From an optimization exercise on the open Yosys and OpenROAD flow, aimed at small area, a short achievable clock period and few clock cycles per item; shortcuts taken in it are not production practice.
Where RTL was checked, it was by simulation tests only, not by an equivalence proof against the original.
For runs 1, 2, 6 and 7, only the layout was checked, not whether the RTL still works.
No activity file was given, so power comes from the tool's default toggle rates.

`flow/config.mk`:
```
export PLATFORM = sky130hd
export DESIGN_NAME = wildcard_pattern_matcher
export DESIGN_NICKNAME = wildcard_pattern_matcher
export VERILOG_FILES = /design/flow/design.v
export SDC_FILE = /design/flow/constraint.sdc
export NUM_CORES = 4
export LEC_CHECK = 0
export ABC_CLOCK_PERIOD_IN_PS = 2000
export CAP_MARGIN = 20
export CORE_MARGIN = 2
export CORE_UTILIZATION = 40
export SETUP_SLACK_MARGIN = 3.4
export SLEW_MARGIN = 20
```
`flow/constraint.sdc`:
```
create_clock -name core_clock -period 5.5 [get_ports {clock}]
set_input_delay 1.1000 -clock core_clock [delete_from_list [all_inputs] [get_ports {clock}]]
set_output_delay 1.1000 -clock core_clock [all_outputs]
set_load 0.01 [all_outputs]
```
`flow/design.v`:
```
package wpm_pkg;
   localparam int MAX_PATTERN_DEFAULT = 32;
   localparam logic [7:0] STAR_CHAR     = 8'h2A;
   localparam logic [7:0] QUESTION_CHAR = 8'h3F;
endpackage
module wpm_csr_regs (
   input  logic         clock,
   input  logic         reset,
   input  logic         csr_valid,
   output logic         csr_ready,
   input  logic [2:0]   csr_index,
   input  logic [63:0]  csr_data,
   output logic [255:0] pattern,
   output logic [5:0]   used_len
);
   logic [63:0] wdata;
   logic [5:0]  wlen;
   logic [4:0]  we;
   assign csr_ready = 1'b1;
   assign wdata = csr_data & {64{~reset}};
   assign wlen  = (csr_data[5] & (|csr_data[4:0])) ? 6'd32 : csr_data[5:0];
   always_comb begin
      for (int w = 0; w < 5; w++)
         we[w] = reset | (csr_valid && csr_index == 3'(w));
   end
   always_ff @(posedge clock) begin
      for (int w = 0; w < 4; w++)
         if (we[w]) pattern[64*w +: 64] <= wdata;
      if (we[4]) used_len <= wlen & {6{~reset}};
   end
endmodule
module wpm_column_unit (
   input  logic         clock,
   input  logic         reset,
   input  logic         accept,
   input  logic         req_char,     
   input  logic [7:0]   req_data,
   input  logic [255:0] pattern,
   input  logic [5:0]   used_len,
   output logic         step_valid,
   output logic         matched,
   output logic         alive
);
   localparam int N      = 32;
   localparam int LEVELS = 5;
   logic [N:0]   column_ff;
   logic [N:1]   hit_in;
   logic [N:1]   hit_ff;
   logic         char_ff;
   logic         valid_ff;
   logic [N:1]   is_star;
   logic [N:1]   gen;
   logic [N:0]   col_mask;
   logic [N:1]   gen_lv  [0:LEVELS];
   logic [N:1]   prop_lv [0:LEVELS];
   logic [7:0]   pat_ch;
   always_comb begin
      for (int i = 1; i <= N; i++) begin
         pat_ch     = pattern[8*(i-1) +: 8];
         is_star[i] = (pat_ch == wpm_pkg::STAR_CHAR);
         hit_in[i]  = req_char &&
                      (pat_ch == wpm_pkg::QUESTION_CHAR || pat_ch == req_data);
      end
   end
   always_ff @(posedge clock) begin
      hit_ff  <= hit_in;
      char_ff <= req_char;
   end
   always_ff @(posedge clock) begin
      if (reset)
         valid_ff <= 1'b0;
      else
         valid_ff <= accept;
   end
   assign step_valid = valid_ff;
   always_comb begin
      for (int i = 1; i <= N; i++) begin
         if (is_star[i])
            gen[i] = (char_ff && column_ff[i]) || (i == 1 && !char_ff);
         else
            gen[i] = hit_ff[i] && column_ff[i-1];
      end
   end
   always_comb begin
      gen_lv[0]  = gen;
      prop_lv[0] = is_star;
      prop_lv[0][1] = 1'b0;
      for (int lv = 0; lv < LEVELS; lv++) begin
         for (int i = 1; i <= N; i++) begin
            if (i - (1 << lv) >= 1) begin
               gen_lv[lv+1][i]  = gen_lv[lv][i]
                                | (prop_lv[lv][i] & gen_lv[lv][i - (1 << lv)]);
               prop_lv[lv+1][i] = prop_lv[lv][i] & prop_lv[lv][i - (1 << lv)];
            end else begin
               gen_lv[lv+1][i]  = gen_lv[lv][i];
               prop_lv[lv+1][i] = prop_lv[lv][i];
            end
         end
      end
   end
   always_comb begin
      for (int i = 0; i <= N; i++)
         col_mask[i] = (6'(i) <= used_len);
   end
   always_ff @(posedge clock) begin
      if (reset)
         column_ff <= (N+1)'(1);
      else if (valid_ff)
         column_ff <= {gen_lv[LEVELS], !char_ff} & col_mask;
   end
   assign matched = column_ff[used_len];
   assign alive   = |column_ff;
endmodule
module wildcard_pattern_matcher (
   input  logic        clock,
   input  logic        reset,
   input  logic        req_tvalid,
   output logic        req_tready,
   input  logic [7:0]  req_tdata,    
   input  logic [0:0]  req_tuser,    
   output logic        rsp_tvalid,
   input  logic        rsp_tready,
   output logic [7:0]  rsp_tdata,    
   input  logic        csr_valid,
   output logic        csr_ready,
   input  logic [2:0]  csr_index,
   input  logic [63:0] csr_data
);
   localparam int DEPTH = 4;
   logic [255:0] pattern;
   logic [5:0]   used_len;
   logic         ready_ff;
   logic         accept;
   logic         take;
   logic         step_valid;
   logic         col_valid_ff;
   logic         matched;
   logic         alive;
   logic [2:0]   pending_ff;
   logic [2:0]   pending_in;
   logic [1:0]   q_data_ff  [DEPTH];
   logic [DEPTH-1:0] q_valid_ff;
   logic [1:0]   q_data_in  [DEPTH];
   logic [DEPTH-1:0] q_valid_in;
   wpm_csr_regs u_csr_regs (
      .clock     (clock),
      .reset     (reset),
      .csr_valid (csr_valid),
      .csr_ready (csr_ready),
      .csr_index (csr_index),
      .csr_data  (csr_data),
      .pattern   (pattern),
      .used_len  (used_len)
   );
   assign req_tready = ready_ff;
   assign accept     = req_tvalid && ready_ff;
   assign take       = q_valid_ff[0] && rsp_tready;
   always_ff @(posedge clock) begin
      if (reset)
         col_valid_ff <= 1'b0;
      else
         col_valid_ff <= step_valid;
   end
   wpm_column_unit u_column_unit (
      .clock      (clock),
      .reset      (reset),
      .accept     (accept),
      .req_char   (req_tuser[0]),
      .req_data   (req_tdata),
      .pattern    (pattern),
      .used_len   (used_len),
      .step_valid (step_valid),
      .matched    (matched),
      .alive      (alive)
   );
   assign pending_in = pending_ff + 3'(accept) - 3'(take);
   always_ff @(posedge clock) begin
      if (reset) begin
         pending_ff <= '0;
         ready_ff   <= 1'b1;
      end else begin
         pending_ff <= pending_in;
         ready_ff   <= (pending_in < 3'(DEPTH));
      end
   end
   always_comb begin
      for (int k = 0; k < DEPTH; k++) begin
         if (take) begin
            q_data_in[k]  = (k + 1 < DEPTH) ? q_data_ff[(k + 1) % DEPTH] : q_data_ff[k];
            q_valid_in[k] = (k + 1 < DEPTH) ? q_valid_ff[(k + 1) % DEPTH] : 1'b0;
         end else begin
            q_data_in[k]  = q_data_ff[k];
            q_valid_in[k] = q_valid_ff[k];
         end
      end
      if (col_valid_ff) begin
         for (int k = DEPTH - 1; k >= 0; k--) begin
            if (!q_valid_in[k] && (k == 0 || q_valid_in[k-1])) begin
               q_data_in[k]  = {alive, matched};
               q_valid_in[k] = 1'b1;
            end
         end
      end
   end
   always_ff @(posedge clock) begin
      if (reset)
         q_valid_ff <= '0;
      else
         q_valid_ff <= q_valid_in;
   end
   always_ff @(posedge clock) begin
      for (int k = 0; k < DEPTH; k++)
         q_data_ff[k] <= q_data_in[k];
   end
   assign rsp_tvalid = q_valid_ff[0];
   assign rsp_tdata  = {6'b0, q_data_ff[0]};
endmodule
```
`flow/run.sh`:
```
#!/bin/bash
# synth_recipe.tcl (not shown) runs the flow's synth.tcl, then flattens the netlist and writes it again
# the make line also repeats each setting of config.mk as NAME=value (left out here)
make -C /OpenROAD-flow-scripts/flow DESIGN_CONFIG=/design/flow/config.mk WORK_HOME=/design/flow/orfs CLKGATE_MAP_FILE= SYNTH_SCRIPT=/design/flow/synth_recipe.tcl finish
```
==> key figures, run 1 <==
Drt
  • WL/cell: 22.9 um
  • Met2 Wirelength: 24.9 mm
  • Vias per inst: 5.73
  • Metal1 wirelength: 22.6 mm
  • Initial drt markers: 1238
  • Via count: 13.2k
  • Final ANT Viol Nets: 0
  • DR top layer: met4
  • 1st-pass router iterations: 7
  • Drt total wl: 52.9 mm
  • Metal3 WL: 3.32 mm
  • # DRC: 0

Synthesis
  • YS warnings: 8
  • Synth Register Bits: 346
  • Post-synthesis cell area: 17400 um^2
  • Syn Area/Cell: 11.4 um^2
  • Synth Flop Type: edfxtp_1
  • Synth area leaders: edfxtp_1, dfxtp_1, xor2_1
  • Cell with the most instances after synthesis: edfxtp_1
  • Synth async-reset ratio: 0%
  • Share of the synthesized area in the top cell type: 45.5%
  • Cells after Synth: 1532
  • Commonest cells post-synth: edfxtp_1, xor2_1, xnor2_1, nand2_1, dfxtp_1
  • Largest area contributor in the netlist: edfxtp_1
  • Post-synth EDFFs: 264
  • Sequential cell area fraction in the yosys report: 54.9%
  • Netlist cell types: 86

Power
  • Internal power: 4.93 mW
  • Seq pwr share: 48.7%
  • Total power: 6.68 mW
  • Sw Ratio: 26.2%
  • Psw: 1.75 mW
  • Worst-case vdd ir drop: 190 uV
  • Combinational share of power: 13.1%
  • Clock power frac: 38.3%
  • Lkg Pwr: 7.45 nW
  • Power per cell area: 306 nW/um^2

Setup path
  • FF-to-FF setup slack: 2600 ps
  • Crit end category: register
  • CP Cell Sequence: or3_1 > or4_4 > and3_4 > nor4b_4 > a211oi_4 > a221oi_4 > a211oi_2 > or3_1 > a22o_1
  • Worst EP arrival: 3360 ps
  • Crit path max-delay cell type: or4_4
  • Most frequent cell on the critical path: or3_1
  • Crit Path Class: register to register
  • CP top delay family: simple AND/OR/NAND/NOR gates
  • Worst path bufs/invs: 0
  • Cell depth of the worst flop-to-flop path: 9
  • R2r endpoint: u_column_unit.column_ff[29]
  • R2R Path Start: u_csr_regs.pattern[114]
  • CP startpoint: u_csr_regs.pattern[114]
  • Max FO, Critical Path: 4
  • Worst path depth: 9
  • Setup crit end: u_column_unit.column_ff[29]
  • CP Launch Type: register
  • CP peak stage delay: 470 ps
  • Data required, critical path: 5960 ps

Place
  • DP HPWL: 34.0 mm
  • GP Congestion: 0.965
  • IO Port Bufs: 84

Global route
  • Largest net degree at the start of global routing: 79
  • First-pass GRT wire length: 77.7 mm
  • GR Overflow Total: 0
  • Vias in the first global route: 13.0k
  • Initial antenna violation count: 0
  • GRT Total Usage: 23.2%

Clock network
  • Sink Count: 346
  • Maximum buffer depth of the clock tree: 3
  • H-tree Lvls: 2
  • Clock transition at path regs: 60 ps
  • CTS buffer count: 39
  • CTS tree: built
  • Clk root buf: clkbuf_16
  • Clock Latency Late Sink: 570 ps
  • Cts hold-fix bufs: 0

Outcome
  • Status: complete, no violations

Timing
  • Fin Setup TNS: 0 ps
  • Max-slew violations: 0
  • Max Clock Skew: 17.0 ps
  • Fmax: 0.345 GHz
  • Period minus WS final: 2900 ps
  • Worst slew margin: 39.0%
  • Tightest Pin Transition: 914 ps
  • Hold Vio Cnt, Final: 0
  • Crit share post-route: 52.8%
  • RSZ-0062 raised after global routing: yes
  • Final setup viols: 0

Die
  • Row cnt: 76
  • Core Footprint: 43100 um^2
  • Initial Util: 40.4%
  • Die X: 213 um
  • Die Ht: 213 um
  • Total I/O pin count: 92
  • Die Area: 45200 um^2

Flow run
  • Max_cap viols: 0

Finish
  • Number of fill cells: 3778
  • Share of layout cells above drive strength 1: 19.6%
  • Area Growth Syn to Fin: 25.5%
  • Antenna diodes: 0
  • Nets: 1774

Min path
  • Worst hold path type: register to register
## through the flow
| stage | utilization (%) | setup slack (ps) | std cells | hold slack (ps) | instance area, um^2 |
|---|---|---|---|---|---|
| 2_1_floorplan | - | 1730 | 1537 | 469 | 17800 |
| 3_3_place_gp | 44.2 | 2180 | 2150 | 499 | 19000 |
| 3_5_place_dp | 44.2 | 2150 | 2150 | 509 | 19000 |
| 4_1_cts | 49.3 | 2630 | 2277 | 524 | 21200 |
| 5_1_grt | 50.8 | 2490 | 2306 | 565 | 21900 |
| 6_report | 50.8 | 2600 | 2306 | 526 | 21900 |
## worst min path at each step
stage / from / to / slack (ps) / cells past startpoint
2_1_floorplan: u_column_unit.column_ff[17] / u_column_unit.column_ff[17] / 470 / 2
3_3_place_gp: q_data_ff[2][1] / q_data_ff[1][1] / 500 / 2
3_5_place_dp: q_data_ff[2][1] / q_data_ff[1][1] / 510 / 2
4_1_cts: q_data_ff[2][1] / q_data_ff[1][1] / 520 / 2
5_1_grt: u_column_unit.column_ff[17] / u_column_unit.column_ff[17] / 560 / 2
6_report: u_column_unit.column_ff[17] / u_column_unit.column_ff[17] / 530 / 2
## state kept, by name (all words and copies together), names as in the netlist
register and cells:
q_data_ff 8, u_column_unit.char_ff 1, u_csr_regs.used_len 6, u_column_unit.valid_ff 1
u_csr_regs.pattern 256, q_valid_ff 4, u_column_unit.column_ff 33, pending_ff 3
ready_ff 1, col_valid_ff 1, u_column_unit.hit_ff 32
## layout make-up
type,count,area [um^2],area share [%]
Clock inverter,28,230,1.05
Inverter,23,100,0.458
Timing Repair Buffer,186,1890,8.65
Tap cell,585,732,3.35
Clock buffer,44,995,4.55
Multi-Input combinational cell,1094,8340,38.1
Sequential cell,346,9580,43.8
## power groups by stage
stage	Combinational, mW	Sequential (mW)	Clock, mW
after global routing	0.947	3.28	2.68
after floorplan	0.519	3.25	0
final	0.873	3.25	2.56
after detailed placement	0.722	3.31	0
after CTS	0.820	3.25	2.58
after global placement	0.710	3.31	0
## cell families after synthesis
kind of cell    synth area share (%)
compound gates                  9.59
xor+xnor                        13.0
buf+inv                         2.25
fa+ha+maj                      0.259
simple gates                    18.2
mux                             1.77
other cells                   0.0431
flops                           54.9
## per-layer routing
metal	vias up	global-route usage [%]
li1	6001	-
met1	6476	30.5
met2	578	38.0
met3	155	3.29
met4	0	10.5
met5	-	0
## timing repair
item / 4_1_cts / 5_1_grt
gates resized for setup: 134 / 90
setup endpoints to repair: 344 / 186
buffers inserted: 52 / 27
pin swaps: 50 / 30
cloned: 3 / 2
## layout by cell type, fill, tap and decap left out, types with 8 or more instances in the layout
| cell type | synthesis | layout |
|---|---|---|
| buf_6 | 0 | 20 |
| o211ai_1 | 9 | 9 |
| buf_4 | 7 | 76 |
| nand4_1 | 48 | 48 |
| buf_12 | 0 | 11 |
| clkdlybuf4s50_1 | 0 | 64 |
| a21oi_1 | 60 | 53 |
| a31oi_1 | 12 | 10 |
| dfxtp_1 | 82 | 78 |
| and3_1 | 9 | 9 |
| nand3_2 | 1 | 8 |
| o21ai_1 | 5 | 10 |
| a21boi_0 | 14 | 11 |
| o22ai_1 | 20 | 18 |
| mux4_2 | 8 | 8 |
| clkinv_2 | 0 | 9 |
| or3_1 | 12 | 12 |
| nand3_1 | 66 | 59 |
| a21o_1 | 12 | 12 |
| a22o_1 | 8 | 8 |
| nor2b_1 | 76 | 76 |
| xnor2_1 | 113 | 112 |
| clkinv_1 | 1 | 8 |
| nor3_1 | 31 | 24 |
| inv_1 | 22 | 13 |
| nand2_1 | 111 | 106 |
| nor4_1 | 61 | 57 |
| clkbuf_16 | 0 | 40 |
| and2_1 | 28 | 26 |
| o21ai_0 | 37 | 24 |
| xor2_1 | 145 | 145 |
| edfxtp_1 | 264 | 264 |
| nor2_1 | 54 | 46 |
## tightest hold or removal path, cell delays in order (launching register included)
cell and delay [ps]:
dfxtp_1 350, nand2_1 70, o31ai_1 50
==> run 2: changes to the inputs <==
--- a/flow/config.mk
+++ b/flow/config.mk
@@ -10,4 +10,3 @@
 export CORE_MARGIN = 2
 export CORE_UTILIZATION = 40
-export SETUP_SLACK_MARGIN = 3.4
 export SLEW_MARGIN = 20
==> run 2 against run 1 <==
Effect of this change: still clean; first-iteration DRC count up 5.8%; sequential share of layout area is 3.4 points higher; non-clock buffer count down 80; area after synthesis stayed put; via count is 3.5% lower; flip-flop and latch count is the same; design area fell by 7.3%; largest cell class unchanged.
==> key figures, run 2 <==
Setup path
  • Worst EP arrival: 3800 ps
  • R2r endpoint: u_column_unit.column_ff[29]
  • FF-to-FF setup slack: 2160 ps
  • Crit end category: register
  • Crit path max-delay cell type: nor4b_1
  • CP top delay family: compound AO/OA/AOI/OAI gates
  • Max FO, Critical Path: 5
  • Worst path depth: 9
  • CP peak stage delay: 840 ps
  • Worst path bufs/invs: 0
  • Crit Path Class: register to register
  • Data required, critical path: 5960 ps
  • R2R Path Start: u_csr_regs.pattern[18]
  • Cell depth of the worst flop-to-flop path: 9
  • CP Cell Sequence: nor4b_1 > a21o_1 > nand2_1 > o2111ai_1 > a31oi_2 > a221oi_2 > a211oi_2 > or3_1 > a22o_1
  • CP Launch Type: register

Clock network
  • Setup bufs post-CTS: 0
  • CTS tree: built
  • Clock transition at path regs: 60 ps
  • Sink Count: 346
  • Maximum buffer depth of the clock tree: 3
  • CTS buffer count: 40
  • H-tree Lvls: 2
  • # resized after CTS: 0
  • Clk root buf: clkbuf_16
  • Clock Latency Late Sink: 570 ps
  • Cts hold-fix bufs: 0

Finish
  • Max reg flops: 256
  • Fin util: 47.1%
  • Commonest cells after routing, fill and taps aside: edfxtp_1, xor2_1, xnor2_1
  • Most common cell after layout, fill and taps aside: edfxtp_1
  • Share of layout cells above drive strength 1: 8.76%
  • Antenna diodes: 0
  • Nets: 1695
  • Largest registers: u_csr_regs.pattern x256, u_column_unit.column_ff x33, u_column_unit.hit_ff x32
  • Fin area: 20300 um^2
  • Top reg by flops: u_csr_regs.pattern
  • Area Growth Syn to Fin: 16.4%

Timing
  • Max Clock Skew: 35.7 ps
  • Crit share post-route: 60.8%
  • Tightest Pin Transition: 1120 ps
  • Max-slew violations: 0
  • RSZ-0062 raised after global routing: no
  • Period minus WS final: 3340 ps
  • Worst slew margin: 24.7%
  • Fin Setup TNS: 0 ps
  • Hold Vio Cnt, Final: 0
  • Fmax: 0.299 GHz
  • Final setup viols: 0

Synthesis
  • Share of the synthesized area in the top cell type: 45.5%
  • Main combinational cell family by area after synthesis: simple AND/OR/NAND/NOR gates
  • Multiplexer share of the synthesized area: 1.77%
  • Cell with the most instances after synthesis: edfxtp_1
  • Post-synthesis cell area: 17400 um^2
  • Commonest cells post-synth: edfxtp_1, xor2_1, xnor2_1, nand2_1, dfxtp_1
  • YS warnings: 8
  • Largest area contributor in the netlist: edfxtp_1
  • Synth area leaders: edfxtp_1, dfxtp_1, xor2_1
  • Cells after Synth: 1532
  • Syn Area/Cell: 11.4 um^2
  • Post-Synth Adder-Cell Area: 0.259%
  • Synth Flop Type: edfxtp_1
  • Synth Register Bits: 346
  • Post-Synth XOR/XNOR Area: 13.0%
  • Netlist cell types: 86
  • Synth Area in Simple Gates: 18.2%
  • Post-synthesis compound-gate area fraction: 9.59%
  • Synth async-reset ratio: 0%
  • Post-synth EDFFs: 264
  • Sequential cell area fraction in the yosys report: 54.9%

Die
  • Row cnt: 76
  • Initial Util: 40.4%
  • Die Ht: 213 um
  • Total I/O pin count: 92
  • Die X: 213 um
  • Core Footprint: 43100 um^2
  • Die Area: 45200 um^2

Power
  • Power per cell area: 329 nW/um^2
  • Worst-case vdd ir drop: 256 uV
  • Lkg Pwr: 6.74 nW

Min path
  • Worst hold path type: register to register
  • Hold depth: 2
  • Hold Path Origin: q_valid_ff[3]
  • Hold endpoint: q_valid_ff[2]

Drt
  • Via count: 12.7k
  • WL/cell: 23.3 um
  • Vias per inst: 5.72
  • Initial drt markers: 1310
  • # DRC: 0
  • Final ANT Viol Nets: 0
  • Drt total wl: 51.9 mm
  • 1st-pass router iterations: 5

Global route
  • GRT Total Usage: 23.1%
  • Initial antenna violation count: 0
  • First-pass GRT wire length: 76.7 mm
  • Largest net degree at the start of global routing: 79
  • GR Overflow Total: 0
  • Vias in the first global route: 12.4k

Place
  • Cell Area, Placed: 18900 um^2
  • DP HPWL: 35.9 mm
  • IO Port Bufs: 84
  • GP Congestion: 1.00

Flow run
  • Max_cap viols: 0

Outcome
  • Status: complete, no violations
-- run 2: changes by cell type in the layout (fill, tap and decap cells not counted), moves of 8 or more --
cell | before | now
buf_2 | 1 | 9
clkdlybuf4s50_1 | 64 | 74
nor4bb_1 | 2 | 11
buf_12 | 11 | 3
nor2_1 | 46 | 54
o21ai_0 | 24 | 35
buf_4 | 76 | 20
buf_6 | 20 | 0
inv_1 | 13 | 22
-- run 2: worst reg2reg max path: stages (launching register included) --
cell and delay (ps):
edfxtp_1 450, nor4b_1 840, a21o_1 220, nand2_1 70, o2111ai_1 320, a31oi_2 250
a221oi_2 400, a211oi_2 130, or3_1 380, a22o_1 180
-- run 2: power breakdown --
part | internal, mW | leakage (nW) | switching (mW)
Sequential | 3.06 | 3.24 | 0.197
Clock | 1.60 | 0.644 | 1.09
Combinational | 0.324 | 2.86 | 0.389
-- run 2: metal layers --
layer | track usage (%) | routed length [um] | vias up
met1 | 30.6 | 22100 | 6247
met5 | 0 | 0 | -
met4 | 10.6 | 2230 | 0
met3 | 4.74 | 3760 | 128
met2 | 36.5 | 23800 | 522
li1 | - | - | 5846
-- run 2: area by class of cell --
class	count	area (um^2)
clock inverter	21	211
tap	585	732
fill	3893	22800
multi-input combinational	1094	7550
inverter	23	86.3
sequential	346	9570
timing repair buffer	106	996
clock buffer	53	1130
-- run 2: kinds of logic after synthesis --
kind of cell    count (synthesis)
compound gates                246
other cells                     2
simple gates                  560
mux                            20
buf+inv                        97
fa+ha+maj                       3
flops                         346
xor+xnor                      258
-- run 2: worst max-delay path by stage --
stage,start,to
final,u_csr_regs.pattern[18],u_column_unit.column_ff[29]
after global routing,u_csr_regs.pattern[18],u_column_unit.column_ff[29]
after CTS,u_csr_regs.pattern[18],u_column_unit.column_ff[29]
after detailed placement,reset,u_column_unit.column_ff[31]
after global placement,reset,u_column_unit.column_ff[31]
after floorplan,csr_index[2],u_csr_regs.pattern[192]
-- run 2: metrics by stage --
| stage | hold WS [ps] | power, mW | worst slack [ps] | std cells |
|---|---|---|---|---|
| finish | 529 | 6.67 | 2160 | 2228 |
| global route | 557 | 6.92 | 1990 | 2228 |
| CTS | 525 | 6.72 | 2220 | 2228 |
| detailed placement | 513 | 4.02 | 1940 | 2154 |
| global placement | 507 | 4.01 | 2000 | 2154 |
| floorplan | 466 | 3.75 | -841 | 1537 |
==> run 3: changes to the inputs <==
--- a/flow/design.v
+++ b/flow/design.v
@@ -12,11 +12,17 @@
    input  logic [63:0]  csr_data,
    output logic [255:0] pattern,
+   output logic [31:0]  star,
    output logic [5:0]   used_len
 );
    logic [63:0] wdata;
+   logic [7:0]  wstar;
    logic [5:0]  wlen;
    logic [4:0]  we;
    assign csr_ready = 1'b1;
    assign wdata = csr_data & {64{~reset}};
+   always_comb begin
+      for (int k = 0; k < 8; k++)
+         wstar[k] = (wdata[8*k +: 8] == wpm_pkg::STAR_CHAR);
+   end
    assign wlen  = (csr_data[5] & (|csr_data[4:0])) ? 6'd32 : csr_data[5:0];
    always_comb begin
@@ -26,5 +32,8 @@
    always_ff @(posedge clock) begin
       for (int w = 0; w < 4; w++)
-         if (we[w]) pattern[64*w +: 64] <= wdata;
+         if (we[w]) begin
+            pattern[64*w +: 64] <= wdata;
+            star[8*w +: 8]      <= wstar;
+         end
       if (we[4]) used_len <= wlen & {6{~reset}};
    end
@@ -37,4 +46,5 @@
    input  logic [7:0]   req_data,
    input  logic [255:0] pattern,
+   input  logic [31:0]  star,
    input  logic [5:0]   used_len,
    output logic         step_valid,
@@ -58,5 +68,5 @@
       for (int i = 1; i <= N; i++) begin
          pat_ch     = pattern[8*(i-1) +: 8];
-         is_star[i] = (pat_ch == wpm_pkg::STAR_CHAR);
+         is_star[i] = star[i-1];
          hit_in[i]  = req_char &&
                       (pat_ch == wpm_pkg::QUESTION_CHAR || pat_ch == req_data);
@@ -129,4 +139,5 @@
    localparam int DEPTH = 4;
    logic [255:0] pattern;
+   logic [31:0]  star;
    logic [5:0]   used_len;
    logic         ready_ff;
@@ -137,6 +148,6 @@
    logic         matched;
    logic         alive;
-   logic [2:0]   pending_ff;
-   logic [2:0]   pending_in;
+   logic [DEPTH-1:0] pending_ff;    
+   logic [DEPTH-1:0] pending_in;
    logic [1:0]   q_data_ff  [DEPTH];
    logic [DEPTH-1:0] q_valid_ff;
@@ -151,4 +162,5 @@
       .csr_data  (csr_data),
       .pattern   (pattern),
+      .star      (star),
       .used_len  (used_len)
    );
@@ -169,4 +181,5 @@
       .req_data   (req_tdata),
       .pattern    (pattern),
+      .star       (star),
       .used_len   (used_len),
       .step_valid (step_valid),
@@ -174,5 +187,12 @@
       .alive      (alive)
    );
-   assign pending_in = pending_ff + 3'(accept) - 3'(take);
+   always_comb begin
+      if (accept && !take)
+         pending_in = {pending_ff[DEPTH-2:0], 1'b1};
+      else if (take && !accept)
+         pending_in = {1'b0, pending_ff[DEPTH-1:1]};
+      else
+         pending_in = pending_ff;
+   end
    always_ff @(posedge clock) begin
       if (reset) begin
@@ -181,5 +201,5 @@
       end else begin
          pending_ff <= pending_in;
-         ready_ff   <= (pending_in < 3'(DEPTH));
+         ready_ff   <= !pending_in[DEPTH-1];
       end
    end
--- a/flow/config.mk
+++ b/flow/config.mk
@@ -10,3 +10,4 @@
 export CORE_MARGIN = 2
 export CORE_UTILIZATION = 40
+export SETUP_SLACK_MARGIN = 3.3
 export SLEW_MARGIN = 20
==> run 3 against run 2 <==
Effect of this change: first-iteration DRC count down 12%; sequential power rose by 7.7%; clock power down 6%; largest cell class unchanged; final cell count grew 1.2%; clock skew decreased by 12 ps; worst hold slack got worse by 24 ps; synthesized cell count down 2.2%; design area is 5.7% higher; maximum frequency up 42%; power increased by 2.4%.
==> key figures, run 3 <==
Outcome
  • Status: complete, no violations

Finish
  • Antenna diodes: 0
  • Commonest cells after routing, fill and taps aside: edfxtp_1, xnor2_1, nand4_1
  • Share of layout cells above drive strength 1: 13.0%
  • Top reg by flops: u_csr_regs.pattern
  • Area Growth Syn to Fin: 20.2%
  • Nets: 1715
  • Largest registers: u_csr_regs.pattern x256, u_column_unit.column_ff x33
  • Max reg flops: 256
  • Most common cell after layout, fill and taps aside: edfxtp_1
  • Number of fill cells: 3967

Power
  • Worst-case vdd ir drop: 236 uV
  • Power per cell area: 319 nW/um^2
  • Total power: 6.83 mW
  • Lkg Pwr: 6.99 nW

Synthesis
  • Synth Flop Type: edfxtp_1
  • Sequential cell area fraction in the yosys report: 59.2%
  • Synth async-reset ratio: 0%
  • Post-synthesis cell area: 17800 um^2
  • Multiplexer share of the synthesized area: 1.63%
  • Share of the synthesized area in the top cell type: 49.9%
  • Synth Register Bits: 379
  • Cell with the most instances after synthesis: edfxtp_1
  • Synth area leaders: edfxtp_1, xnor2_1, dfxtp_1
  • Largest area contributor in the netlist: edfxtp_1
  • Post-synthesis compound-gate area fraction: 8.63%
  • Commonest cells post-synth: edfxtp_1, xnor2_1, nand4_1, nand2_1, dfxtp_1
  • YS warnings: 8
  • Post-Synth Adder-Cell Area: 0.140%
  • Syn Area/Cell: 11.9 um^2
  • Netlist cell types: 73
  • Synth Area in Simple Gates: 15.6%
  • Cells after Synth: 1498
  • Post-Synth XOR/XNOR Area: 12.6%
  • Post-synth EDFFs: 296
  • Main combinational cell family by area after synthesis: simple AND/OR/NAND/NOR gates

Place
  • IO Port Bufs: 84
  • Dpl ws: 2090 ps
  • GP Congestion: 0.905
  • DP HPWL: 32.9 mm

Setup path
  • Worst EP arrival: 2760 ps
  • Crit Path Class: register to register
  • Crit end category: register
  • Max FO, Critical Path: 7
  • Data required, critical path: 5900 ps
  • CP Launch Type: register

Drt
  • Vias per inst: 5.61
  • Final ANT Viol Nets: 0
  • WL/cell: 23.2 um
  • Via count: 12.6k
  • Initial drt markers: 1159
  • Drt total wl: 52.2 mm
  • 1st-pass router iterations: 7
  • # DRC: 0

Min path
  • Worst hold path type: register to register

Die
  • Core Footprint: 44100 um^2
  • Die Area: 46200 um^2
  • Total I/O pin count: 92
  • Row cnt: 77
  • Die Ht: 215 um
  • Die X: 215 um
  • Initial Util: 40.4%

Timing
  • RSZ-0062 raised after global routing: yes
  • Setup ws final: 3140 ps
  • Fin Setup TNS: 0 ps
  • Fmax: 0.423 GHz
  • Hold Vio Cnt, Final: 0
  • Max-slew violations: 0
  • Period minus WS final: 2360 ps
  • Max Clock Skew: 23.6 ps
  • Final setup viols: 0
  • Worst slew margin: 37.3%
  • Crit share post-route: 42.9%
  • Final Hold Slack: 504 ps
  • Tightest Pin Transition: 930 ps

Global route
  • Vias in the first global route: 12.5k
  • Initial antenna violation count: 1
  • GR Overflow Total: 0
  • First-pass GRT wire length: 78.0 mm
  • Largest net degree at the start of global routing: 62
  • GRT Total Usage: 22.4%

Clock network
  • Clock transition at path regs: 60 ps
  • H-tree Lvls: 2
  • Clock Latency Late Sink: 550 ps
  • CTS tree: built
  • Cts hold-fix bufs: 0
  • CTS buffer count: 41
  • Sink Count: 379
  • Maximum buffer depth of the clock tree: 3
  • Clk root buf: clkbuf_16

Flow run
  • Max_cap viols: 0
[run 3: changes by cell type after synthesis, sizes merged, moves of 10 or more]
cell / delta
and2: +16
nor3: -23
nor2: +27
nor4bb: -10
o22ai: +16
xnor2: +143
nand4: +54
edfxtp: +32
o21ai: +10
nand2: -17
nor4: -53
xor2: -145
[run 3: through the flow]
stage	util [%]	cell area, um^2	cells
6_report	48.6	21400	2255
5_1_grt	48.6	21400	2255
4_1_cts	48.0	21200	2241
3_5_place_dp	43.6	19200	2120
3_3_place_gp	43.6	19200	2120
2_1_floorplan	-	18000	1503
[run 3: cell type report]
class | instances | area (um^2) | share of cell area, %
multi-input combinational | 1045 | 7390 | 34.5
timing repair buffer | 148 | 1450 | 6.79
tap | 592 | 741 | 3.46
clock buffer | 52 | 1080 | 5.03
clock inverter | 22 | 133 | 0.619
sequential | 379 | 10600 | 49.3
inverter | 17 | 72.6 | 0.339
[run 3: critical path, stage by stage (launching register included)]
cell and delay, ps:
dfxtp_4 420, nor4bb_4 360, o31ai_4 130, o211ai_1 270, nand2_2 130, a41oi_4 400, o22ai_4 170, o211ai_1 230
a211oi_1 110
[run 3: logic make-up (layout without fill, tap and decap cells)]
family          count (synthesis)  after routing
other cells                     2              7
buf+inv                        91            239
compound gates                230            242
xor+xnor                      256            256
simple gates                  522            522
fa+ha+maj                       2              2
mux                            16             16
flops                         379            379
[run 3: metal layers]
metal	GRT usage, %	wire length [um]	vias to the layer above
met5	0	0	-
met1	31.2	22800	6309
li1	-	-	5801
met2	36.3	24500	450
met3	3.48	3470	81
met4	6.57	1450	0
[run 3: timing repair]
item                                    in CTS  in global routing
endpoints found under the setup margin     379                 72
cloned                                      12                  0
pin swaps                                   20                 23
setup buffers                               35                 14
gates resized for setup                     81                 34
[run 3: final timing paths]
path / start / endpoint / slack (ps) / depth (start not counted)
worst max-delay path: u_column_unit.char_ff / u_column_unit.column_ff[29] / 3140 / 8
worst max register to register: u_column_unit.char_ff / u_column_unit.column_ff[29] / 3140 / 8
worst min-delay path: pending_ff[0] / pending_ff[0] / 500 / 2
worst min register to register: pending_ff[0] / pending_ff[0] / 500 / 2
[run 3: power by group]
part	internal [mW]	switching (mW)	total [mW]
Sequential	3.33	0.182	3.51
Clock	1.43	1.10	2.53
Combinational	0.368	0.417	0.784
Testbench counts of run 3, summed over its fixed seeds: cycles 20,042, items 19,850.
==> run 4: changes to the inputs <==
--- a/flow/config.mk
+++ b/flow/config.mk
@@ -6,8 +6,9 @@
 export NUM_CORES = 4
 export LEC_CHECK = 0
-export ABC_CLOCK_PERIOD_IN_PS = 2000
 export CAP_MARGIN = 20
 export CORE_MARGIN = 2
-export CORE_UTILIZATION = 40
-export SETUP_SLACK_MARGIN = 3.3
+export CORE_UTILIZATION = 60
+export CTS_CLUSTER_DIAMETER = 80
+export CTS_CLUSTER_SIZE = 30
+export SETUP_SLACK_MARGIN = 3.6
 export SLEW_MARGIN = 20
==> run 4 against run 3 <==
Effect of this change: area after synthesis unchanged; design area increased by 5.9%; critical path depth unchanged; final cell count is 9.7% lower; first-iteration DRC count rose by 31%; largest cell class unchanged; synthesized cell count unchanged; sequential share of layout area fell by 2.7 points; sequential power increased by 1%; clock-buffer cell count shrank 28; clock skew shrank 5.5 ps.
==> key figures, run 4 <==
Outcome
  • Status: complete, no violations

Setup path
  • Max FO, Critical Path: 6
  • CP startpoint: u_csr_regs.star[3]
  • CP Launch Type: register
  • R2R Path Start: u_csr_regs.star[3]
  • Crit end category: register
  • FF-to-FF setup slack: 3200 ps
  • Crit Path Class: register to register
  • R2r endpoint: u_column_unit.column_ff[24]
  • Worst EP arrival: 2750 ps
  • Data required, critical path: 5940 ps
  • Cell depth of the worst flop-to-flop path: 8

Synthesis
  • Synth async-reset ratio: 0%
  • Synth Area in Simple Gates: 15.6%
  • Cell with the most instances after synthesis: edfxtp_1
  • Netlist cell types: 73
  • Multiplexer share of the synthesized area: 1.63%
  • Main combinational cell family by area after synthesis: simple AND/OR/NAND/NOR gates
  • Commonest cells post-synth: edfxtp_1, xnor2_1, nand4_1, nand2_1, dfxtp_1
  • YS warnings: 8
  • Largest area contributor in the netlist: edfxtp_1
  • Share of the synthesized area in the top cell type: 49.9%
  • Sequential cell area fraction in the yosys report: 59.2%
  • Syn Area/Cell: 11.9 um^2
  • Post-synth EDFFs: 296
  • Post-Synth Adder-Cell Area: 0.140%
  • Post-Synth XOR/XNOR Area: 12.6%
  • Synth Flop Type: edfxtp_1
  • Post-synthesis cell area: 17800 um^2
  • Cells after Synth: 1498
  • Synth Register Bits: 379
  • Post-synthesis compound-gate area fraction: 8.63%
  • Synth area leaders: edfxtp_1, xnor2_1, dfxtp_1

Global route
  • First-pass GRT wire length: 75.7 mm
  • Largest net degree at the start of global routing: 38
  • Vias in the first global route: 12.8k
  • Initial antenna violation count: 0
  • GR Overflow Total: 0
  • GRT Total Usage: 33.0%

Timing
  • Period minus WS final: 2300 ps
  • Tightest Pin Transition: 786 ps
  • Hold Vio Cnt, Final: 0
  • Worst slew margin: 47.5%
  • Crit share post-route: 41.9%
  • Max-slew violations: 0
  • Max Clock Skew: 18.1 ps
  • Fin Setup TNS: 0 ps
  • RSZ-0062 raised after global routing: yes
  • Final setup viols: 0
  • Fmax: 0.434 GHz

Drt
  • # DRC: 0
  • Final ANT Viol Nets: 0
  • Metal1 wirelength: 20.6 mm
  • Via count: 13.1k
  • Met2 Wirelength: 25.1 mm
  • Metal3 WL: 3.90 mm
  • DR top layer: met4
  • WL/cell: 25.4 um
  • 1st-pass router iterations: 7
  • Vias per inst: 6.42
  • Initial drt markers: 1523
  • Drt total wl: 51.6 mm

Min path
  • Hold depth: 2
  • Hold Path Origin: pending_ff[0]
  • Worst hold path type: register to register
  • Hold endpoint: pending_ff[0]

Power
  • Lkg Pwr: 8.00 nW
  • Total power: 6.21 mW
  • Worst-case vdd ir drop: 326 uV
  • Power per cell area: 274 nW/um^2

Clock network
  • CTS buffer count: 19
  • Cts hold-fix bufs: 0
  • Clk root buf: clkbuf_16
  • Clock Latency Late Sink: 540 ps
  • H-tree Lvls: 1
  • Clock transition at path regs: 100 ps
  • Sink Count: 379
  • CTS tree: built
  • Maximum buffer depth of the clock tree: 3

Die
  • Die X: 176 um
  • Row cnt: 63
  • Die Ht: 176 um
  • Initial Util: 60.6%
  • Total I/O pin count: 92
  • Die Area: 31100 um^2
  • Core Footprint: 29400 um^2

Finish
  • Largest registers: u_csr_regs.pattern x256, u_column_unit.column_ff x33
  • Top reg by flops: u_csr_regs.pattern
  • Share of layout cells above drive strength 1: 27.0%
  • Most common cell after layout, fill and taps aside: edfxtp_1
  • Max reg flops: 256
  • Multi-input gate area: 8970 um^2
  • Commonest cells after routing, fill and taps aside: edfxtp_1, xnor2_2, nand4_1
  • Storage element area: 10600 um^2
  • Fin util: 77.1%
  • Nets: 1716
  • Area Growth Syn to Fin: 27.3%
  • Number of fill cells: 1825
  • Antenna diodes: 0

Place
  • GP Congestion: 0.900
  • DP HPWL: 30.6 mm
  • IO Port Bufs: 84

Flow run
  • Max_cap viols: 0
run 4: changes by cell type in the layout (fill, tap and decap cells not counted), moves of 8 or more:
cell | previous run | this run
xnor2_2 | 0 | 179
buf_6 | 6 | 16
buf_8 | 0 | 8
nor2b_2 | 1 | 9
buf_12 | 13 | 21
xnor2_1 | 256 | 77
clkinv_1 | 12 | 0
nor2b_1 | 66 | 51
clkbuf_16 | 41 | 21
run 4: worst max path at each step:
stage | endpoint | slack [ps] | cells after the start
floorplan | u_csr_regs.pattern[0] | 3090 | 4
global placement | u_csr_regs.pattern[225] | 2150 | 5
detailed placement | u_csr_regs.pattern[227] | 2140 | 5
CTS | u_column_unit.column_ff[29] | 3230 | 7
global route | u_column_unit.column_ff[24] | 3100 | 10
finish | u_column_unit.column_ff[24] | 3200 | 8
run 4: worst max-delay path: stages (launching register included):
cell and delay (ps):
edfxtp_1 520, nand3_2 160, o2111ai_4 140, a221oi_4 420, a21boi_4 130, o211ai_4 290, a211oi_4 120, o311a_1 300
a21o_1 150
run 4: logic make-up (layout without fill, tap and decap cells):
family / Yosys count / count (layout)
AO/OA/AOI/OAI: 230 / 244
XOR/XNOR: 256 / 256
adder cells (fa/ha/maj): 2 / 2
buffers and inverters: 91 / 220
flip-flops: 379 / 379
multiplexers: 16 / 16
other: 2 / 7
AND/OR/NAND/NOR: 522 / 522
run 4: metal layers:
metal,GRT usage [%],vias up
met5,0,-
met4,12.9,0
met3,4.07,111
met2,54.7,634
met1,45.2,6499
li1,-,5834
run 4: area by class of cell:
| cell class | instances | area share (%) |
|---|---|---|
| Multi-Input combinational cell | 1047 | 39.6 |
| Timing Repair Buffer | 169 | 8.46 |
| Sequential cell | 379 | 46.6 |
| Inverter | 17 | 0.342 |
| Clock buffer | 24 | 2.32 |
| Clock inverter | 10 | 0.546 |
| Tap cell | 390 | 2.15 |
run 4: power by group:
group          internal (mW)  leakage [nW]  switching (mW)
logic                  0.520          4.13           0.460
registers               3.33          3.56           0.223
clock network          0.730         0.309           0.954
run 4: repair_timing:
item / CTS / global route
pin swaps: 44 / 19
resized for setup: 173 / 41
gates cloned: 14 / 3
buffers inserted: 57 / 14
endpoints found under the setup margin: 469 / 298
run 4: metrics by stage:
step / instances / worst slack (ps) / hold WS [ps] / cell area [um^2]
after floorplan: 1503 / 3090 / 459 / 20000
after global placement: 1914 / 2150 / 481 / 20400
after detailed placement: 1914 / 2140 / 490 / 20400
after CTS: 2019 / 3230 / 511 / 22300
after global routing: 2036 / 3100 / 532 / 22700
final: 2036 / 3200 / 515 / 22700
==> run 5: changes to the inputs <==
--- a/flow/config.mk
+++ b/flow/config.mk
@@ -6,4 +6,5 @@
 export NUM_CORES = 4
 export LEC_CHECK = 0
+export ABC_CLOCK_PERIOD_IN_PS = 2000
 export CAP_MARGIN = 20
 export CORE_MARGIN = 2
@@ -11,4 +12,4 @@
 export CTS_CLUSTER_DIAMETER = 80
 export CTS_CLUSTER_SIZE = 30
-export SETUP_SLACK_MARGIN = 3.6
+export SETUP_SLACK_MARGIN = 3.3
 export SLEW_MARGIN = 20
==> run 5 against run 4 <==
Effect of this change: still clean on timing, DRC and antenna; first-iteration DRC count decreased by 11%; sequential share of layout area is 4.8 points higher; clock-buffer cell count did not move; design area fell by 9.4%; routed wire length shrank 7.7%; maximum frequency decreased by 0.77%; critical endpoint is now u_column_unit.column_ff[21].
==> key figures, run 5 <==
Outcome
  • Status: complete, no violations

Finish
  • Top reg by flops: u_csr_regs.pattern
  • Final std cells w/o fill: 2009
  • Multi-input gate area: 7310 um^2
  • Commonest cells after routing, fill and taps aside: edfxtp_1, xnor2_1, nand4_1
  • Number of fill cells: 2076
  • Share of layout cells above drive strength 1: 11.0%
  • Largest registers: u_csr_regs.pattern x256, u_column_unit.column_ff x33
  • Max reg flops: 256
  • Nets: 1690
  • Most common cell after layout, fill and taps aside: edfxtp_1
  • Antenna diodes: 0
  • Area Growth Syn to Fin: 15.3%
  • Storage element area: 10600 um^2

Setup path
  • CP Launch Type: register
  • CP Cell Sequence: a21oi_1 > o221ai_2 > a311oi_1 > o32ai_2 > a41oi_4 > o21ai_2 > a31oi_1 > o21ai_0
  • Data required, critical path: 5910 ps
  • Crit end category: register
  • Worst EP arrival: 2730 ps
  • CP startpoint: u_csr_regs.star[11]
  • CP top delay family: compound AO/OA/AOI/OAI gates
  • Crit Path Class: register to register
  • Max FO, Critical Path: 8
  • R2R Path Start: u_csr_regs.star[11]
  • Crit path max-delay cell type: edfxtp_1
  • CP peak stage delay: 510 ps
  • Worst path bufs/invs: 0

Timing
  • Max Clock Skew: 30.8 ps
  • RSZ-0062 raised after global routing: yes
  • Final setup viols: 0
  • Max-slew violations: 0
  • Period minus WS final: 2320 ps
  • Final Hold Slack: 519 ps
  • Hold Vio Cnt, Final: 0
  • Worst slew margin: 48.3%
  • Fin Setup TNS: 0 ps
  • Crit share post-route: 42.2%
  • Fmax: 0.431 GHz
  • Tightest Pin Transition: 775 ps

Synthesis
  • YS warnings: 8
  • Share of the synthesized area in the top cell type: 49.9%
  • Largest area contributor in the netlist: edfxtp_1
  • Synth async-reset ratio: 0%
  • Sequential cell area fraction in the yosys report: 59.2%
  • Commonest cells post-synth: edfxtp_1, xnor2_1, nand4_1, nand2_1, dfxtp_1
  • Post-synthesis cell area: 17800 um^2
  • Syn Area/Cell: 11.9 um^2
  • Synth Flop Type: edfxtp_1
  • Synth Register Bits: 379
  • Cells after Synth: 1498
  • Post-synth EDFFs: 296
  • Netlist cell types: 73
  • Synth area leaders: edfxtp_1, xnor2_1, dfxtp_1
  • Cell with the most instances after synthesis: edfxtp_1

Place
  • DP HPWL: 30.2 mm
  • IO Port Bufs: 84
  • DP Cell Count: 1918
  • GP Congestion: 0.950

Drt
  • WL/cell: 23.7 um
  • Drt total wl: 47.6 mm
  • Final ANT Viol Nets: 0
  • Via count: 12.6k
  • # DRC: 0
  • Initial drt markers: 1353
  • Vias per inst: 6.25
  • 1st-pass router iterations: 9

Clock network
  • Clk root buf: clkbuf_16
  • Cts hold-fix bufs: 0
  • Clock transition at path regs: 110 ps
  • CTS tree: built
  • CTS buffer count: 19
  • Clock Latency Late Sink: 540 ps
  • Sink Count: 379
  • H-tree Lvls: 1
  • Maximum buffer depth of the clock tree: 3

Global route
  • Largest net degree at the start of global routing: 58
  • First-pass GRT wire length: 71.0 mm
  • GR Overflow Total: 0
  • Initial antenna violation count: 0
  • GRT Total Usage: 30.7%
  • Vias in the first global route: 12.2k

Die
  • Die Area: 31100 um^2
  • Total I/O pin count: 92
  • Core Footprint: 29400 um^2
  • Row cnt: 63
  • Initial Util: 60.6%
  • Die Ht: 176 um
  • Die X: 176 um

Min path
  • Hold Path Origin: pending_ff[0]
  • Worst hold path type: register to register

Power
  • Lkg Pwr: 6.69 nW
  • Power per cell area: 288 nW/um^2
  • Worst-case vdd ir drop: 351 uV

Flow run
  • Max_cap viols: 0
[run 5: worst register-to-register path: stages, from the launching register on]
cell and delay, ps:
edfxtp_1 510, a21oi_1 250, o221ai_2 150, a311oi_1 350, o32ai_2 160, a41oi_4 290, o21ai_2 150, a31oi_1 220
o21ai_0 130
[run 5: path summary, 6_finish.rpt]
path | cells after the start | end | slack [ps]
worst min register to register | 2 | pending_ff[0] | 520
worst max-delay path | 8 | u_column_unit.column_ff[21] | 3180
worst min-delay path | 2 | pending_ff[0] | 520
worst max register to register | 8 | u_column_unit.column_ff[21] | 3180
[run 5: cell families after synthesis]
kind of cell             count (synthesis)  share of synthesized area, %
AND/OR/NAND/NOR                        522                          15.6
AO/OA/AOI/OAI                          230                          8.63
XOR/XNOR                               256                          12.6
other                                    2                        0.0422
buffers and inverters                   91                          2.16
adder cells (fa/ha/maj)                  2                         0.140
flip-flops                             379                          59.2
multiplexers                            16                          1.63
[run 5: cell type report]
type	instances	area share [%]
multi-input combinational	1044	35.6
inverter	17	0.353
clock inverter	9	0.578
timing repair buffer	146	7.33
sequential	379	51.4
clock buffer	24	2.41
tap	390	2.37
[run 5: power by group]
| part | total [mW] | leakage [nW] | internal [mW] | switching [mW] |
|---|---|---|---|---|
| registers | 3.50 | 3.56 | 3.33 | 0.179 |
| clock network | 1.64 | 0.299 | 0.692 | 0.944 |
| logic | 0.778 | 2.84 | 0.372 | 0.406 |
[run 5: layer usage]
metal  vias to the layer above  global-route usage (%)  share of wire, %
met2                       595                    49.3                47
met3                        82                    4.95               8.7
met5                         -                       0                 0
li1                       5742                       -                 -
met4                         0                    9.30               2.8
met1                      6143                    43.6                42
[run 5: timing repair]
item | 4_1_cts | 5_1_grt
gates cloned | 12 | 0
resized for setup | 69 | 30
pin swaps | 13 | 13
setup endpoints to repair | 365 | 256
buffers inserted | 30 | 16
hold endpoints to repair | 0 | 0
[run 5: stage by stage]
step           instance area [um^2]  utilization [%]  power [mW]  setup slack (ps)
6_report                      20500             69.9        5.92              3180
5_1_grt                       20500             69.9        6.13              3080
4_1_cts                       20200             68.8        5.91              3140
3_5_place_dp                  19000             64.5        4.25              2110
3_3_place_gp                  19000             64.5        4.23              2150
2_1_floorplan                 18000                -        4.01              3090
==> run 6: changes to the inputs <==
--- a/flow/design.v
+++ b/flow/design.v
@@ -25,4 +25,11 @@
          wstar[k] = (wdata[8*k +: 8] == wpm_pkg::STAR_CHAR);
    end
+   always_ff @(posedge clock) begin
+      if (reset)
+         star <= '0;
+      else
+         for (int w = 0; w < 4; w++)
+            if (csr_valid && csr_index == 3'(w)) star[8*w +: 8] <= wstar;
+   end
    assign wlen  = (csr_data[5] & (|csr_data[4:0])) ? 6'd32 : csr_data[5:0];
    always_comb begin
@@ -32,8 +39,5 @@
    always_ff @(posedge clock) begin
       for (int w = 0; w < 4; w++)
-         if (we[w]) begin
-            pattern[64*w +: 64] <= wdata;
-            star[8*w +: 8]      <= wstar;
-         end
+         if (we[w]) pattern[64*w +: 64] <= wdata;
       if (we[4]) used_len <= wlen & {6{~reset}};
    end
==> run 6 against run 5 <==
Effect of this change: combinational power fell by 5.8%; largest cell class unchanged; final cell count rose by 3.6%; first-iteration DRC count rose by 3.6%; routed wire length fell by 0.52%; register-to-register slack got worse by 200 ps; maximum frequency fell by 7.9%; die area rose by 0.98%; sequential share of layout area fell by 1.8 points; critical path type unchanged; critical path depth did not move; non-clock buffer count rose by 14; sequential power fell by 3%.
==> key figures, run 6 <==
Clock network
  • CTS buffer count: 18
  • Clock Latency Late Sink: 540 ps
  • H-tree Lvls: 1
  • Maximum buffer depth of the clock tree: 3
  • Clock transition at path regs: 100 ps
  • CTS tree: built
  • Clk root buf: clkbuf_16
  • Sink Count: 379

Timing
  • Hold Vio Cnt, Final: 0
  • Setup ws final: 2980 ps
  • Fin Setup TNS: 0 ps
  • Worst slew margin: 49.4%
  • Max Clock Skew: 17.3 ps
  • Crit share post-route: 45.8%
  • Period minus WS final: 2520 ps
  • Tightest Pin Transition: 758 ps
  • Final setup viols: 0
  • RSZ-0062 raised after global routing: yes
  • Fmax: 0.397 GHz
  • Max-slew violations: 0

Die
  • Die X: 177 um
  • Row cnt: 63
  • Total I/O pin count: 92
  • Core Footprint: 29600 um^2
  • Initial Util: 60.9%
  • Die Ht: 177 um
  • Die Area: 31400 um^2

Setup path
  • Max FO, Critical Path: 6
  • Data required, critical path: 5790 ps
  • Crit Path Class: register to register
  • CP peak stage delay: 510 ps
  • Crit path max-delay cell type: mux4_2
  • Most frequent cell on the critical path: mux4_2
  • CP Cell Sequence: buf_6 > clkbuf_16 > mux4_2 > mux4_2 > nand2_2 > a21oi_2 > a41oi_4 > inv_1
  • Crit end category: register
  • CP Launch Type: register
  • Worst EP arrival: 2810 ps

Synthesis
  • Share of the synthesized area in the top cell type: 44.1%
  • Synth async-reset ratio: 0%
  • Synth Register Bits: 379
  • Synth area leaders: edfxtp_1, dfxtp_1, xnor2_1
  • Sequential cell area fraction in the yosys report: 56.8%
  • Post-synth EDFFs: 264
  • Post-synthesis cell area: 18000 um^2
  • Cell with the most instances after synthesis: edfxtp_1
  • Synth Flop Type: edfxtp_1
  • Syn Area/Cell: 11.4 um^2
  • Netlist cell types: 74
  • Largest area contributor in the netlist: edfxtp_1
  • YS warnings: 8
  • Cells after Synth: 1578
  • Commonest cells post-synth: edfxtp_1, xnor2_1, dfxtp_1, nand4_1, nand2_1

Drt
  • WL/cell: 22.8 um
  • 1st-pass router iterations: 5
  • Final ANT Viol Nets: 0
  • Drt total wl: 47.4 mm
  • # DRC: 0
  • Vias per inst: 6.23
  • Initial drt markers: 1402
  • Via count: 13.0k

Finish
  • Commonest cells after routing, fill and taps aside: edfxtp_1, xnor2_1, nand4_1
  • Top reg by flops: u_csr_regs.pattern
  • Share of layout cells above drive strength 1: 12.8%
  • Most common cell after layout, fill and taps aside: edfxtp_1
  • Final std cells w/o fill: 2081
  • Nets: 1762
  • Max reg flops: 256
  • Antenna diodes: 0
  • Largest registers: u_csr_regs.pattern x256, u_column_unit.column_ff x33
  • Area Growth Syn to Fin: 14.8%
  • Number of fill cells: 2177

Place
  • DP HPWL: 31.6 mm
  • DP Cell Count: 1990
  • GP Congestion: 0.888
  • IO Port Bufs: 84
  • Dpl ws: 1750 ps

Min path
  • Worst hold path type: register to register

Global route
  • First-pass GRT wire length: 71.2 mm
  • Initial antenna violation count: 0
  • GR Overflow Total: 0
  • Largest net degree at the start of global routing: 50
  • Vias in the first global route: 12.3k
  • GRT Total Usage: 30.1%

Power
  • Worst-case vdd ir drop: 234 uV
  • Lkg Pwr: 6.60 nW
  • Power per cell area: 280 nW/um^2

Flow run
  • Max_cap viols: 0

Outcome
  • Status: complete, no violations
[run 6: path summary, 6_finish.rpt]
| path | slack, ps | from | end | cells past startpoint |
|---|---|---|---|---|
| hold reg to reg | 510 | pending_ff[0] | pending_ff[0] | 2 |
| setup reg to reg | 2980 | u_csr_regs.used_len[0] | q_data_ff[3][0] | 8 |
| setup / recovery | 2980 | u_csr_regs.used_len[0] | q_data_ff[3][0] | 8 |
| hold / removal | 510 | pending_ff[0] | pending_ff[0] | 2 |
[run 6: report_power, final]
| part | internal, mW | switching, mW |
|---|---|---|
| clock | 0.725 | 0.926 |
| sequential | 3.27 | 0.136 |
| combinational | 0.351 | 0.383 |
[run 6: kinds of logic after synthesis]
family / share of synthesized area, %
other cells: 0.0417
simple gates: 16.0
xor+xnor: 12.5
compound gates: 10.0
buf+inv: 2.70
mux: 1.83
flops: 56.8
fa+ha+maj: 0.139
[run 6: worst max-delay path: cells and delay by family, from the launching register on]
kind                   cells  cell delay [ps]
DFF                        1              390
and+or+nand+nor            1               80
muxes                      2             1020
buffers and inverters      3              350
AOI/OAI and AO/OA          2              430
[run 6: metrics by stage]
stage          total power [mW]  hold WS [ps]  util, %  cell area, um^2
2_1_floorplan              3.91           456        -            18200
3_3_place_gp               4.10           484     64.8            19200
3_5_place_dp               4.13           494     64.8            19100
4_1_cts                    5.79           519     69.2            20500
5_1_grt                    5.99           561     69.9            20700
6_report                   5.79           513     69.9            20700
[run 6: final cells by class]
cell class                      instances  area, um^2  area share, %
Clock inverter                          7         110          0.533
Inverter                               23         110          0.533
Clock buffer                           25         498           2.41
Tap cell                              390         488           2.36
Timing Repair Buffer                  160        1620           7.83
Multi-Input combinational cell       1094        7570           36.6
Sequential cell                       379       10200           49.6
Timing Repair inverter                  3        22.5          0.109
[run 6: timing repair]
item,4_1_cts,5_1_grt
cloned,6,1
endpoints found under the setup margin,370,45
setup buffers,40,12
hold buffers,0,0
pin swaps,23,24
resized for setup,92,47
[run 6: metal layers]
metal	vias to the layer above	track usage (%)	part of all wire, %
li1	5973	-	-
met1	6341	41.9	42
met2	547	50.3	48
met3	97	3.11	6.7
met4	0	8.95	3.5
met5	-	0	0
==> run 7: changes to the inputs <==
--- a/flow/design.v
+++ b/flow/design.v
@@ -66,4 +66,5 @@
    logic [N:1]   gen;
    logic [N:0]   col_mask;
+   logic [N:0]   len_hot;
    logic [N:1]   gen_lv  [0:LEVELS];
    logic [N:1]   prop_lv [0:LEVELS];
@@ -123,5 +124,9 @@
          column_ff <= {gen_lv[LEVELS], !char_ff} & col_mask;
    end
-   assign matched = column_ff[used_len];
+   always_comb begin
+      for (int i = 0; i <= N; i++)
+         len_hot[i] = (used_len == 6'(i));
+   end
+   assign matched = |(column_ff & len_hot);
    assign alive   = |column_ff;
 endmodule
==> run 7 against run 6 <==
Effect of this change: synthesized cell count increased by 5.1%; non-clock buffer count is 3 higher; largest power group unchanged; register-to-register slack better by 160 ps; global-route usage is 1.6 points higher; critical endpoint is now u_column_unit.column_ff[30]; flip-flop and latch count did not move; area after synthesis grew 0.81%; clock-buffer cell count shrank 2; routed wire length is 5.7% higher.
==> key figures, run 7 <==
Drt
  • Initial drt markers: 1372
  • Vias per inst: 6.22
  • Drt total wl: 50.1 mm
  • Via count: 13.5k
  • 1st-pass router iterations: 5
  • Final ANT Viol Nets: 0
  • # DRC: 0
  • WL/cell: 23.1 um

Place
  • GP Congestion: 0.935
  • DP HPWL: 33.8 mm
  • IO Port Bufs: 84

Synthesis
  • Share of the synthesized area in the top cell type: 43.7%
  • Sequential cell area fraction in the yosys report: 56.4%
  • Cell with the most instances after synthesis: edfxtp_1
  • Cells after Synth: 1658
  • Synth area leaders: edfxtp_1, dfxtp_1, xnor2_1
  • YS warnings: 8
  • Netlist cell types: 73
  • Synth Flop Type: edfxtp_1
  • Commonest cells post-synth: edfxtp_1, xnor2_1, nand2_1, dfxtp_1, nand4_1
  • Synth Register Bits: 379
  • Post-synthesis cell area: 18100 um^2
  • Syn Area/Cell: 10.9 um^2
  • Largest area contributor in the netlist: edfxtp_1
  • Post-synth EDFFs: 264
  • Synth async-reset ratio: 0%

Global route
  • First-pass GRT wire length: 75.0 mm
  • Initial antenna violation count: 1
  • Largest net degree at the start of global routing: 50
  • Vias in the first global route: 12.9k
  • GRT Total Usage: 31.7%
  • GR Overflow Total: 0

Setup path
  • Crit end category: register
  • Worst EP arrival: 2840 ps
  • Data required, critical path: 5980 ps
  • Max FO, Critical Path: 6
  • Cell depth of the worst flop-to-flop path: 11
  • Crit Path Class: register to register
  • CP Launch Type: register

Clock network
  • Clk root buf: clkbuf_16
  • Cts hold-fix bufs: 0
  • Clock transition at path regs: 100 ps
  • H-tree Lvls: 1
  • Clock Latency Late Sink: 550 ps
  • CTS buffer count: 19
  • Maximum buffer depth of the clock tree: 3
  • Sink Count: 379
  • CTS tree: built

Power
  • Combinational share of power: 12.9%
  • Clock power frac: 28.9%
  • Seq pwr share: 58.2%
  • Sw Ratio: 25.6%
  • Internal power: 4.36 mW
  • Psw: 1.50 mW
  • Power per cell area: 281 nW/um^2
  • Worst-case vdd ir drop: 228 uV
  • Total power: 5.87 mW
  • Lkg Pwr: 6.70 nW

Outcome
  • Status: complete, no violations

Min path
  • Hold depth: 2
  • Worst hold path type: register to register

Die
  • Initial Util: 61.0%
  • Row cnt: 63
  • Die Area: 31600 um^2
  • Die Ht: 178 um
  • Total I/O pin count: 92
  • Core Footprint: 29700 um^2
  • Die X: 178 um

Finish
  • Number of fill cells: 2161
  • Most common cell after layout, fill and taps aside: edfxtp_1
  • Commonest cells after routing, fill and taps aside: edfxtp_1, xnor2_1, nand2_1
  • Nets: 1844
  • Largest registers: u_csr_regs.pattern x256, u_column_unit.column_ff x33
  • Max reg flops: 256
  • Top reg by flops: u_csr_regs.pattern
  • Area Growth Syn to Fin: 14.9%
  • Share of layout cells above drive strength 1: 11.6%

Timing
  • Fmax: 0.424 GHz
  • Max-slew violations: 0
  • Final setup viols: 0
  • Crit share post-route: 42.9%
  • Hold Vio Cnt, Final: 0
  • Worst slew margin: 40.1%
  • Fin Setup TNS: 0 ps
  • Max Clock Skew: 22.8 ps
  • Period minus WS final: 2360 ps
  • RSZ-0062 raised after global routing: yes
  • Tightest Pin Transition: 895 ps

Flow run
  • Max_cap viols: 0
==> run 7: routing by layer <==
| layer | track usage (%) | share of wire, % |
|---|---|---|
| met5 | 0 | 0 |
| met4 | 10.4 | 3.7 |
| met3 | 4.39 | 7.3 |
| met2 | 53.3 | 48 |
| met1 | 42.5 | 41 |
==> run 7: what timing repair did <==
| action | in CTS | in global routing |
|---|---|---|
| cloned | 6 | 0 |
| pin swaps | 20 | 11 |
| endpoints found under the setup margin | 370 | 80 |
| gates resized for setup | 91 | 35 |
| buffers inserted | 47 | 10 |
==> run 7: stage by stage <==
stage / setup WS [ps] / util, % / hold WS (ps) / cells / instance area (um^2)
finish: 3140 / 70.2 / 524 / 2164 / 20800
global route: 3080 / 70.1 / 554 / 2163 / 20800
CTS: 3150 / 69.4 / 525 / 2153 / 20600
detailed placement: 1750 / 65.0 / 500 / 2067 / 19300
global placement: 1830 / 65.0 / 476 / 2067 / 19300
floorplan: 2470 / - / 459 / 1663 / 18400
==> run 7: worst max-delay path, cell delays in order, from the launching register on <==
cell      delay (ps)
dfxtp_4          370
buf_12           130
inv_4             30
buf_8            110
buf_6            130
o211ai_1         290
a21oi_2          130
a211oi_4         280
nor2_1            90
o221ai_2         320
a41oi_2          220
a21oi_1          180
==> run 7: final cells by class <==
type / count / area [um^2] / share of cell area, %
timing repair buffer: 163 / 1590 / 7.62
antenna: 1 / 2.50 / 0.0120
multi-input combinational: 1167 / 7730 / 37.1
clock buffer: 23 / 490 / 2.35
timing repair inverter: 4 / 30.0 / 0.144
tap: 390 / 488 / 2.34
inverter: 27 / 124 / 0.594
sequential: 379 / 10300 / 49.2
clock inverter: 10 / 141 / 0.678
==> run 7: power groups by stage <==
stage               logic [mW]  registers (mW)  clock network, mW
CTS                      0.739            3.41               1.72
global placement         0.645            3.48                  0
detailed placement       0.663            3.49                  0
global route             0.815            3.43               1.81
floorplan                0.484            3.44                  0
finish                   0.759            3.41               1.69
==> run 7: logic make-up (layout without fill, tap and decap cells) <==
| group | after synthesis | in the layout | synth area share, % |
|---|---|---|---|
| other | 2 | 8 | 0.0414 |
| XOR/XNOR | 256 | 256 | 12.4 |
| AO/OA/AOI/OAI | 299 | 299 | 10.2 |
| flip-flops | 379 | 379 | 56.4 |
| buffers and inverters | 117 | 227 | 2.64 |
| AND/OR/NAND/NOR | 587 | 587 | 17.3 |
| adder cells (fa/ha/maj) | 2 | 2 | 0.138 |
| multiplexers | 16 | 16 | 0.910 |
==> run 7: path summary, 6_finish.rpt <==
| check | start | to | slack [ps] |
|---|---|---|---|
| worst max-delay path | u_column_unit.char_ff | u_column_unit.column_ff[30] | 3140 |
| worst min-delay path | pending_ff[0] | pending_ff[0] | 520 |
| worst max register to register | u_column_unit.char_ff | u_column_unit.column_ff[30] | 3140 |
| worst min register to register | pending_ff[0] | pending_ff[0] | 520 |

## re-timing with driven ports
The results above use ideal ports. As a check the final layouts listed here were re-extracted and re-timed, cells and wires unchanged. Step 1 sets driving cells, clkbuf_16 on the clock port and buf_2 on the other inputs (assumed; they add their load-dependent delay and slew). Step 2 adds t to the input delays and takes it off the output delays; t is the mean of the earliest and latest rising clock arrival at the registers after step 1. Input paths then give back, and output paths get back, about the clock's delay inside the block. Three values: ideal ports, drivers, drivers and shift; two values: the first two.
run | t, ns | setup WS [ns] | worst setup path after step 2 | worst register clock-pin slew, ns
run 1 | 0.616 | 2.598 / 2.598 / 2.598 | register to register | 0.07 / 0.07
run 2 | 0.608 | 2.155 / 2.155 / 1.882 | input to register | 0.06 / 0.06
run 3 | 0.589 | 3.138 / 3.138 / 2.712 | input to register | 0.06 / 0.06
run 4 | 0.587 | 3.197 / 3.197 / 2.682 | input to register | 0.11 / 0.11
run 5 | 0.577 | 3.180 / 3.180 / 2.716 | input to register | 0.11 / 0.11
run 6 | 0.585 | 2.982 / 2.982 / 2.706 | input to register | 0.11 / 0.11
run 7 | 0.591 | 3.140 / 3.140 / 2.729 | input to register | 0.11 / 0.11
After both steps setup and hold are still met in every run listed. The setup slack of run 4, which loses most, moves by 0.000 ns with the drivers and by -0.515 ns with both steps.
